Context: an optimization exercise on an open-source flow, tuned for a short achievable clock period and few clock cycles per item. The choices shown serve that exercise and are no tape-out recipe.
In this exercise RTL edits were held to simulation tests only and were not proved equivalent to the original.
Power and IR drop assume default switching activity.

===== design/flow/run.sh =====
#!/bin/bash
# synth_recipe.tcl (not shown) runs the flow's synth.tcl, then flattens the netlist and writes it again
# the make line also repeats each setting of config.mk as NAME=value (left out here)
make -C /OpenROAD-flow-scripts/flow DESIGN_CONFIG=/design/flow/config.mk WORK_HOME=/design/flow/orfs CLKGATE_MAP_FILE= SYNTH_SCRIPT=/design/flow/synth_recipe.tcl finish

===== design/flow/config.mk =====
export PLATFORM = sky130hd
export DESIGN_NAME = ls_queue
export DESIGN_NICKNAME = ls_queue
export VERILOG_FILES = /design/flow/design.v
export SDC_FILE = /design/flow/constraint.sdc
export NUM_CORES = 4
export LEC_CHECK = 0
export CAP_MARGIN = 20
export CORE_MARGIN = 2
export CORE_UTILIZATION = 40
export SLEW_MARGIN = 20

===== design/flow/constraint.sdc =====
create_clock -name core_clock -period 5.5 [get_ports {clk}]
set_input_delay 1.1000 -clock core_clock [delete_from_list [all_inputs] [get_ports {clk}]]
set_output_delay 1.1000 -clock core_clock [all_outputs]
set_load 0.01 [all_outputs]

===== design/flow/design.v =====
package rv32i_types;
  localparam int ROB_ID_SIZE = 4;
  typedef struct packed {
    logic                   valid;
    logic                   mem_inst;
    logic                   l_s;           
    logic [2:0]             funct3;
    logic [31:0]            rs1_v;
    logic                   r1;            
    logic [ROB_ID_SIZE-1:0] rob_id;        
    logic [31:0]            rs2_v;
    logic                   r2;
    logic [ROB_ID_SIZE-1:0] rob_id2;
    logic [31:0]            ls_imm;
    logic [ROB_ID_SIZE-1:0] rob_id_dest;
  } ls_q_entry;
  localparam int LSQ_ENTRY_W = 6 + 3*32 + 2 + 3*ROB_ID_SIZE;
  typedef enum logic [1:0] {IDLE, REQ, DRAIN} lsq_state_t;
  localparam logic [2:0] F3_LB  = 3'b000;
  localparam logic [2:0] F3_LH  = 3'b001;
  localparam logic [2:0] F3_LW  = 3'b010;
  localparam logic [2:0] F3_LBU = 3'b100;
  localparam logic [2:0] F3_LHU = 3'b101;
  localparam logic [2:0] F3_SB  = 3'b000;
  localparam logic [2:0] F3_SH  = 3'b001;
  localparam logic [2:0] F3_SW  = 3'b010;
endpackage
module lsq_mem_align
(
  input  logic [31:0] base,
  input  logic [31:0] imm,
  input  logic [2:0]  funct3,
  input  logic        is_load,
  input  logic [31:0] st_data,
  output logic [31:0] addr,
  output logic [1:0]  off,
  output logic [3:0]  rmask,
  output logic [3:0]  wmask,
  output logic [31:0] wdata,
  output logic        misaligned,
  input  logic [2:0]  ld_funct3,
  input  logic [1:0]  ld_off,
  input  logic [31:0] rdata,
  output logic [31:0] ld_data
);
  logic [31:0] ea;
  logic [3:0]  mask;
  logic [31:0] sh;
  always_comb begin
    ea         = base + imm;
    addr       = {ea[31:2], 2'b00};
    off        = ea[1:0];
    mask       = 4'b1111;
    misaligned = 1'b0;
    case (funct3[1:0])
      2'b00:   mask = 4'b0001 << off;
      2'b01: begin
        mask       = 4'b0011 << off;
        misaligned = off[0];
      end
      default: misaligned = |off;
    endcase
    rmask = is_load ? mask : 4'b0000;
    wmask = is_load ? 4'b0000 : mask;
    wdata = is_load ? 32'h0 : (st_data << {off, 3'b000});
  end
  always_comb begin
    sh = rdata >> {ld_off, 3'b000};
    case (ld_funct3)
      rv32i_types::F3_LB:   ld_data = {{24{sh[7]}}, sh[7:0]};
      rv32i_types::F3_LH:   ld_data = {{16{sh[15]}}, sh[15:0]};
      rv32i_types::F3_LBU:  ld_data = {24'h0, sh[7:0]};
      rv32i_types::F3_LHU:  ld_data = {16'h0, sh[15:0]};
      default: ld_data = sh;
    endcase
  end
endmodule
module ls_queue
#(
  parameter int DEPTH = 8,
  parameter int ROB_W = rv32i_types::ROB_ID_SIZE
) (
  input  logic             clk,
  input  logic             rst,
  input  logic [rv32i_types::LSQ_ENTRY_W-1:0] ls_q_inst1,
  output logic             ls_q_full,
  input  logic             flush,
  input  logic             cdb_valid,
  input  logic [ROB_W-1:0] cdb_rob_id,
  input  logic [31:0]      cdb_data,
  input  logic             rob_head_valid,
  input  logic [ROB_W-1:0] rob_head_id,
  output logic [31:0]      dmem_addr,
  output logic [3:0]       dmem_rmask,
  output logic [3:0]       dmem_wmask,
  output logic [31:0]      dmem_wdata,
  input  logic [31:0]      dmem_rdata,
  input  logic             dmem_resp,
  output logic             ld_valid,
  output logic [ROB_W-1:0] ld_rob_id,
  output logic [31:0]      ld_data,
  output logic             st_done,
  output logic [ROB_W-1:0] st_rob_id
);
  localparam int PW = $clog2(DEPTH);
  localparam int CW = PW + 1;
  logic [DEPTH-1:0]            qv_q, qv_d;         
  logic [DEPTH-1:0]            qls_q, qls_d;       
  logic [DEPTH-1:0][2:0]       qf3_q, qf3_d;
  logic [DEPTH-1:0][31:0]      qrs1_q, qrs1_d;
  logic [DEPTH-1:0]            qr1_q, qr1_d;
  logic [DEPTH-1:0][ROB_W-1:0] qid1_q, qid1_d;
  logic [DEPTH-1:0][31:0]      qrs2_q, qrs2_d;
  logic [DEPTH-1:0]            qr2_q, qr2_d;
  logic [DEPTH-1:0][ROB_W-1:0] qid2_q, qid2_d;
  logic [DEPTH-1:0][31:0]      qimm_q, qimm_d;
  logic [DEPTH-1:0][ROB_W-1:0] qdst_q, qdst_d;
  logic [PW-1:0]    head_q, head_d, tail_q, tail_d;
  logic [CW-1:0]    count_q, count_d;
  rv32i_types::lsq_state_t       state_q, state_d;
  logic [31:0]      addr_q, addr_d, wdata_q, wdata_d, ld_data_q, ld_data_d;
  logic [3:0]       rmask_q, rmask_d, wmask_q, wmask_d;
  logic [1:0]       off_q, off_d;
  logic [2:0]       f3_q, f3_d;
  logic             is_load_q, is_load_d;
  logic [ROB_W-1:0] dest_q, dest_d, ld_rob_id_q, ld_rob_id_d, st_rob_id_q, st_rob_id_d;
  logic             ld_valid_q, ld_valid_d, st_done_q, st_done_d;
  rv32i_types::ls_q_entry inst_in;
  logic             hd_v, hd_ls, hd_r1, hd_r2;
  logic [2:0]       hd_f3;
  logic [31:0]      hd_rs1, hd_rs2, hd_imm;
  logic [ROB_W-1:0] hd_dst;
  logic             in_r1, in_r2;
  logic [31:0]      in_rs1, in_rs2;
  logic             enq, pop, clr_q, clr_req, eligible;
  logic [31:0]      al_addr, al_wdata, al_ld_data;
  logic [1:0]       al_off;
  logic [3:0]       al_rmask, al_wmask;
  logic             al_misaligned;
  assign inst_in   = ls_q_inst1;
  assign hd_v      = qv_q[head_q];
  assign hd_ls     = qls_q[head_q];
  assign hd_f3     = qf3_q[head_q];
  assign hd_rs1    = qrs1_q[head_q];
  assign hd_r1     = qr1_q[head_q];
  assign hd_rs2    = qrs2_q[head_q];
  assign hd_r2     = qr2_q[head_q];
  assign hd_imm    = qimm_q[head_q];
  assign hd_dst    = qdst_q[head_q];
  assign ls_q_full = (count_q == CW'(DEPTH));
  assign eligible  = hd_v && hd_r1 && hd_r2 &&
                     (hd_ls || (rob_head_valid && hd_dst == rob_head_id));
  lsq_mem_align u_align (
    .base      (hd_rs1),
    .imm       (hd_imm),
    .funct3    (hd_f3),
    .is_load   (hd_ls),
    .st_data   (hd_rs2),
    .addr      (al_addr),
    .off       (al_off),
    .rmask     (al_rmask),
    .wmask     (al_wmask),
    .wdata     (al_wdata),
    .misaligned(al_misaligned),
    .ld_funct3 (f3_q),
    .ld_off    (off_q),
    .rdata     (dmem_rdata),
    .ld_data   (al_ld_data)
  );
  assign dmem_addr  = addr_q;
  assign dmem_rmask = rmask_q;
  assign dmem_wmask = wmask_q;
  assign dmem_wdata = wdata_q;
  assign ld_valid   = ld_valid_q;
  assign ld_rob_id  = ld_rob_id_q;
  assign ld_data    = ld_data_q;
  assign st_done    = st_done_q;
  assign st_rob_id  = st_rob_id_q;
  always_comb begin
    qv_d        = qv_q;
    qls_d       = qls_q;
    qf3_d       = qf3_q;
    qrs1_d      = qrs1_q;
    qr1_d       = qr1_q;
    qid1_d      = qid1_q;
    qrs2_d      = qrs2_q;
    qr2_d       = qr2_q;
    qid2_d      = qid2_q;
    qimm_d      = qimm_q;
    qdst_d      = qdst_q;
    head_d      = head_q;
    tail_d      = tail_q;
    count_d     = count_q;
    state_d     = state_q;
    addr_d      = addr_q;
    rmask_d     = rmask_q;
    wmask_d     = wmask_q;
    wdata_d     = wdata_q;
    off_d       = off_q;
    f3_d        = f3_q;
    is_load_d   = is_load_q;
    dest_d      = dest_q;
    ld_valid_d  = 1'b0;
    ld_rob_id_d = '0;
    ld_data_d   = '0;
    st_done_d   = 1'b0;
    st_rob_id_d = '0;
    pop         = 1'b0;
    clr_q       = 1'b0;
    clr_req     = 1'b0;
    enq         = inst_in.valid && inst_in.mem_inst && !ls_q_full && !flush;
    in_rs1 = inst_in.rs1_v;
    in_r1  = inst_in.r1;
    in_rs2 = inst_in.rs2_v;
    in_r2  = inst_in.r2;
    if (cdb_valid && !inst_in.r1 && inst_in.rob_id == cdb_rob_id) begin
      in_rs1 = cdb_data;
      in_r1  = 1'b1;
    end
    if (cdb_valid && !inst_in.r2 && inst_in.rob_id2 == cdb_rob_id) begin
      in_rs2 = cdb_data;
      in_r2  = 1'b1;
    end
    for (int i = 0; i < DEPTH; i++) begin
      if (cdb_valid && qv_q[i] && !qr1_q[i] && qid1_q[i] == cdb_rob_id) begin
        qrs1_d[i] = cdb_data;
        qr1_d[i]  = 1'b1;
      end
      if (cdb_valid && qv_q[i] && !qr2_q[i] && qid2_q[i] == cdb_rob_id) begin
        qrs2_d[i] = cdb_data;
        qr2_d[i]  = 1'b1;
      end
    end
    case (state_q)
      rv32i_types::IDLE: begin
        if (flush) begin
          clr_q = 1'b1;
        end else if (eligible) begin
          addr_d    = al_addr;
          rmask_d   = al_rmask;
          wmask_d   = al_wmask;
          wdata_d   = al_wdata;
          off_d     = al_off;
          f3_d      = hd_f3;
          is_load_d = hd_ls;
          dest_d    = hd_dst;
          state_d   = rv32i_types::REQ;
        end
      end
      rv32i_types::REQ: begin
        if (flush) begin
          clr_q = 1'b1;
          if (dmem_resp) begin
            clr_req = 1'b1;
            state_d = rv32i_types::IDLE;
          end else begin
            state_d = rv32i_types::DRAIN;
          end
        end else if (dmem_resp) begin
          pop     = 1'b1;
          clr_req = 1'b1;
          state_d = rv32i_types::IDLE;
          if (is_load_q) begin
            ld_valid_d  = 1'b1;
            ld_rob_id_d = dest_q;
            ld_data_d   = al_ld_data;
          end else begin
            st_done_d   = 1'b1;
            st_rob_id_d = dest_q;
          end
        end
      end
      rv32i_types::DRAIN: begin
        if (flush) clr_q = 1'b1;
        if (dmem_resp) begin
          clr_req = 1'b1;
          state_d = rv32i_types::IDLE;
        end
      end
      default: state_d = rv32i_types::IDLE;
    endcase
    if (clr_req) begin
      addr_d    = '0;
      rmask_d   = '0;
      wmask_d   = '0;
      wdata_d   = '0;
      off_d     = '0;
      f3_d      = '0;
      is_load_d = 1'b0;
      dest_d    = '0;
    end
    for (int i = 0; i < DEPTH; i++) begin
      if (pop && PW'(i) == head_q) qv_d[i] = 1'b0;
      if (enq && PW'(i) == tail_q) begin
        qv_d[i]   = inst_in.valid;
        qls_d[i]  = inst_in.l_s;
        qf3_d[i]  = inst_in.funct3;
        qrs1_d[i] = in_rs1;
        qr1_d[i]  = in_r1;
        qid1_d[i] = inst_in.rob_id;
        qrs2_d[i] = in_rs2;
        qr2_d[i]  = in_r2;
        qid2_d[i] = inst_in.rob_id2;
        qimm_d[i] = inst_in.ls_imm;
        qdst_d[i] = inst_in.rob_id_dest;
      end
    end
    if (pop)
      head_d = head_q + PW'(1);
    if (enq)
      tail_d = tail_q + PW'(1);
    case ({enq, pop})
      2'b10:   count_d = count_q + CW'(1);
      2'b01:   count_d = count_q - CW'(1);
      default: count_d = count_q;
    endcase
    if (clr_q) begin
      qv_d    = '0;
      head_d  = '0;
      tail_d  = '0;
      count_d = '0;
    end
  end
  always_ff @(posedge clk or negedge rst) begin
    if (!rst) begin
      qv_q        <= '0;
      qls_q       <= '0;
      qf3_q       <= '0;
      qrs1_q      <= '0;
      qr1_q       <= '0;
      qid1_q      <= '0;
      qrs2_q      <= '0;
      qr2_q       <= '0;
      qid2_q      <= '0;
      qimm_q      <= '0;
      qdst_q      <= '0;
      head_q      <= '0;
      tail_q      <= '0;
      count_q     <= '0;
      state_q     <= rv32i_types::IDLE;
      addr_q      <= '0;
      rmask_q     <= '0;
      wmask_q     <= '0;
      wdata_q     <= '0;
      off_q       <= '0;
      f3_q        <= '0;
      is_load_q   <= 1'b0;
      dest_q      <= '0;
      ld_valid_q  <= 1'b0;
      ld_rob_id_q <= '0;
      ld_data_q   <= '0;
      st_done_q   <= 1'b0;
      st_rob_id_q <= '0;
    end else begin
      qv_q        <= qv_d;
      qls_q       <= qls_d;
      qf3_q       <= qf3_d;
      qrs1_q      <= qrs1_d;
      qr1_q       <= qr1_d;
      qid1_q      <= qid1_d;
      qrs2_q      <= qrs2_d;
      qr2_q       <= qr2_d;
      qid2_q      <= qid2_d;
      qimm_q      <= qimm_d;
      qdst_q      <= qdst_d;
      head_q      <= head_d;
      tail_q      <= tail_d;
      count_q     <= count_d;
      state_q     <= state_d;
      addr_q      <= addr_d;
      rmask_q     <= rmask_d;
      wmask_q     <= wmask_d;
      wdata_q     <= wdata_d;
      off_q       <= off_d;
      f3_q        <= f3_d;
      is_load_q   <= is_load_d;
      dest_q      <= dest_d;
      ld_valid_q  <= ld_valid_d;
      ld_rob_id_q <= ld_rob_id_d;
      ld_data_q   <= ld_data_d;
      st_done_q   <= st_done_d;
      st_rob_id_q <= st_rob_id_d;
    end
  end
endmodule

==> summary.txt <==
## worst max-delay path, cell delays in order, from the launching register on
cell and delay [ns]:
dfrtp_4 0.88, buf_4 0.36, mux4_2 0.53, mux2i_1 0.52
xnor2_1 0.16, nor3_2 0.19, a31oi_1 0.16, nor3_2 0.35
nand2_2 0.37, nand2_2 0.51, mux2_2 0.39
## kinds of logic (layout without fill, tap and decap cells)
family,after synthesis,after routing,share of synthesized area
xor gates and xnor gates,100,100,0.0169
and+or+nand+nor,2706,2706,0.204
other,1,9,0.0000724
adders and majority gates,51,51,0.0126
AOI/OAI and AO/OA,846,846,0.100
muxes,313,313,0.112
DFF,1054,1054,0.509
buffers and inverters,580,687,0.0454
## power groups by stage
stage          Sequential (uW)  Clock, uW  Combinational (uW)
6_report                 10100       8370                8720
5_1_grt                  10300       8810                9530
3_5_place_dp             10200          0                8610
2_1_floorplan             9950          0                5800
4_1_cts                  10100       8470                8640
3_3_place_gp             10200          0                8470
## Yosys cell counts, types with 35 or more instances
cell type and count:
nand2_1 1378, nor2_1 1135, dfrtp_1 1054, o22ai_1 519
clkbuf_1 327, mux4_2 207, buf_1 155, a21oi_1 144
xnor2_1 73, o21ai_0 68, nand3_1 63, mux2_2 56
ha_1 49, mux2i_1 45, buf_2 35
## cells in the final DEF, fill, tap and decap left out, drive strengths merged, types with 11 or more instances in the layout
master,n
a211oi,30
a21o,14
a21oi,144
a31oi,12
and2,26
and3,12
buf,144
bufinv,14
clkbuf,174
clkdlybuf4s50,305
clkinv,17
dfrtp,1054
ha,49
inv,30
mux2,60
mux2i,46
mux4,207
nand2,1380
nand3,63
nor2,1135
nor2b,15
nor4,18
o21a,11
o21ai,69
o22ai,519
or2,17
xnor2,73
xor2,27
## area by class of cell
cell class,count,area share
antenna,7,0.000289
clock buffer,174,0.0577
clock inverter,34,0.00956
inverter,30,0.00190
multi-input combinational,4018,0.386
sequential,1054,0.436
tap,1742,0.0360
timing repair buffer,449,0.0733
## per-stage QoR
step | power [uW] | hold slack, ns
detailed placement | 18800 | 0.458
global placement | 18700 | 0.453
global route | 28600 | 0.486
finish | 27200 | 0.467
CTS | 27200 | 0.468
floorplan | 15800 | 0.440
## metal layers
layer,GRT usage,vias to the layer above,share of wire
met5,0,-,0.0012
met4,0.105,32,0.034
met3,0.0681,394,0.10
met2,0.453,2377,0.46
met1,0.389,21900,0.40
li1,-,19100,-
## state kept, by name, indices dropped and copies added, names as in the netlist, 4 cells and up
name         flops
qimm_q         256
qrs1_q         256
qrs2_q         256
ld_data_q       32
qdst_q          32
qid1_q          32
qid2_q          32
wdata_q         32
addr_q          30
qf3_q           24
qls_q            8
qr1_q            8
qr2_q            8
qv_q             8
count_q          4
dest_q           4
ld_rob_id_q      4
rmask_q          4
st_rob_id_q      4
wmask_q          4
## path summary, 6_finish.rpt
| path | startpoint | endpoint | cells past startpoint |
|---|---|---|---|
| setup reg to reg | head_q[1]$_DFFE_PN0P_ | wdata_q[4]$_DFFE_PN0P_ | 10 |
| hold reg to reg | qimm_q[215]$_DFFE_PN0P_ | qimm_q[215]$_DFFE_PN0P_ | 2 |
| min in group core_clock | qimm_q[215]$_DFFE_PN0P_ | qimm_q[215]$_DFFE_PN0P_ | 2 |
| max in group asynchronous | rst | qimm_q[83]$_DFFE_PN0P_ | 2 |
| hold / removal | rst | qdst_q[14]$_DFFE_PN0P_ | 1 |
| setup / recovery | head_q[1]$_DFFE_PN0P_ | wdata_q[4]$_DFFE_PN0P_ | 10 |
==> flow_summary.ini <==
[clock_network]
clock_latency_late_sink_ns = 0.76
clk_pin_slew_ns = 0.06
cts_root_buffer = clkbuf_16
htree_num_levels = 3
clockBufferDepth = 3
cts_repair_resize_count = 0
tritoncts = done
numClockSinks = 1054
cts.repair_timing.setup_buffer_count = 0
cts_made_buffers = 115
cts-hold-fix-buffers = 0

[setup_path]
cp.arrival_ns = 5.21
startpoint_type = flip-flop
crit_path_end_kind = flip-flop
critical_path_class = flip-flop to flip-flop
critical_path_peak_fanout = 41
reg2reg_setup_slack_ns = 0.93
critPathRequiredTime_ns = 6.14

[logic_synthesis]
ys_async_sr_fraction = 1.00
yosys.cell_types.count = 59
average_footprint_of_a_synthesized_cell_sq_um = 9.17
synth_flop_cell = dfrtp_1
netlist_top_cells_area = dfrtp_1 51%, nand2_1 10%, mux4_2 9.0%
syn_inst = 5651
syn-cell-area_sq_um = 51800
yosysTopAreaCellShare = 0.509
synth-edff-count = 0
seq_area_frac_synth = 0.509
ys_ff_latch = 1054
synth.yosys.warnings = 2
synth.largest_area_cell = dfrtp_1

[pwr]
netSwitchingPower_uw = 9470
combinationalPowerShare = 0.320
switching_portion_of_total_power = 0.348
power.share.clock = 0.307
seq_power_share = 0.372
pwr_density_cell_nw_per_um2 = 450
power.static_leakage_uw = 0.0287
internal-power_uw = 17800
max_ir_drop_vdd_mv = 0.316

[hold_path]
path_class_of_the_lowest_slack_min_delay_path = input pin to asynchronous set/reset pin

[drt]
routed_wirelength_um = 192000
drcViolationCount = 0
postRouteAntennaNets = 0
post_drt_wl_per_cell_um = 25.5
viasPerCell = 5.83
dr.pass1.iters = 8
vias = 43800
first_iter_violations = 4806

[place]
dpl_worst_slack_ns = 0.966
post_dp_cell_area_sq_um = 56500
place_inst = 7293
io_buffers = 306
dpl.hpwl_um = 118000
routabilityCongestion = 0.906

[sta]
setup_viol = 0
fin_tns_setup_ns = 0
tightestPinTransition_ns = 1.16
maxClockFrequency_ghz = 0.219
setup_ws_ns = 0.929
timing.final.crit_period_ns = 4.57
worst_clock_skew_ns = 0.0349
rsz_0062_raised_after_global_routing = false
max_slew_margin = 0.226
finalCritPeriodShare = 0.831
report.final.slew_viol_count = 0
final_hold_vio_count = 0

[final_layout]
layout.nets = 5913
areaGrowthSynthToFinish_pct = 16.9
postLayoutCellArea_sq_um = 60600
multi_input_comb_area_sq_um = 23400
area.sequential_sq_um = 26400
post-route-util = 0.470
post_route_cells_drive_above_1_share = 0.114
layoutNonFillerInstCount = 7508
fillCellCount = 12000

[global_route]
globalRouteOverflowTotal = 0
first_global_vias = 43500
grtUsageTotal = 0.288
grt_antenna_before_repair = 28
grt_start_max_net_pins = 126
global_route_wire_length_before_repair_um = 286000

[floorplan]
std_cell_rows = 132
floorplan.initialDensity = 0.402
chipHeight_um = 364
die_area_sq_um = 132000
pin_count = 309
core_area_sq_um = 129000
width_of_the_chip_um = 364

[status]
status = timing/DRC/antenna clean

[run]
timing.max_cap.violations = 0
Testbench counts, summed over its fixed seeds: cycles 14,028, items 3,088.

[port drivers added, routing unchanged]
The results above use ideal ports. As a check the final layout listed here was re-extracted and re-timed, cells and wires unchanged.
Step 1 assumes that a clkbuf_16 drives the clock port and a buf_2 every other input.
Step 2 moves the port delays by t, midway between the first and last clock arrival at a register: inputs arrive t later, outputs are due t later. That takes back most of the time a late clock gives input paths.
Slacks: ideal ports / drivers / drivers and shift; pairs: ideal ports / drivers.
shift t [ns]: 0.820
setup WS [ns]: 0.929 / 0.929 / 0.929
hold WS [ns]: 0.467 / 0.441 / 0.471
worst register clock-pin slew, ns: 0.07 / 0.07
worst slew at a driven data input, ns: 0.19
After both steps this run still meets setup and hold. The setup slack of this run moves by 0.000 ns with the drivers and by 0.000 ns with both steps.
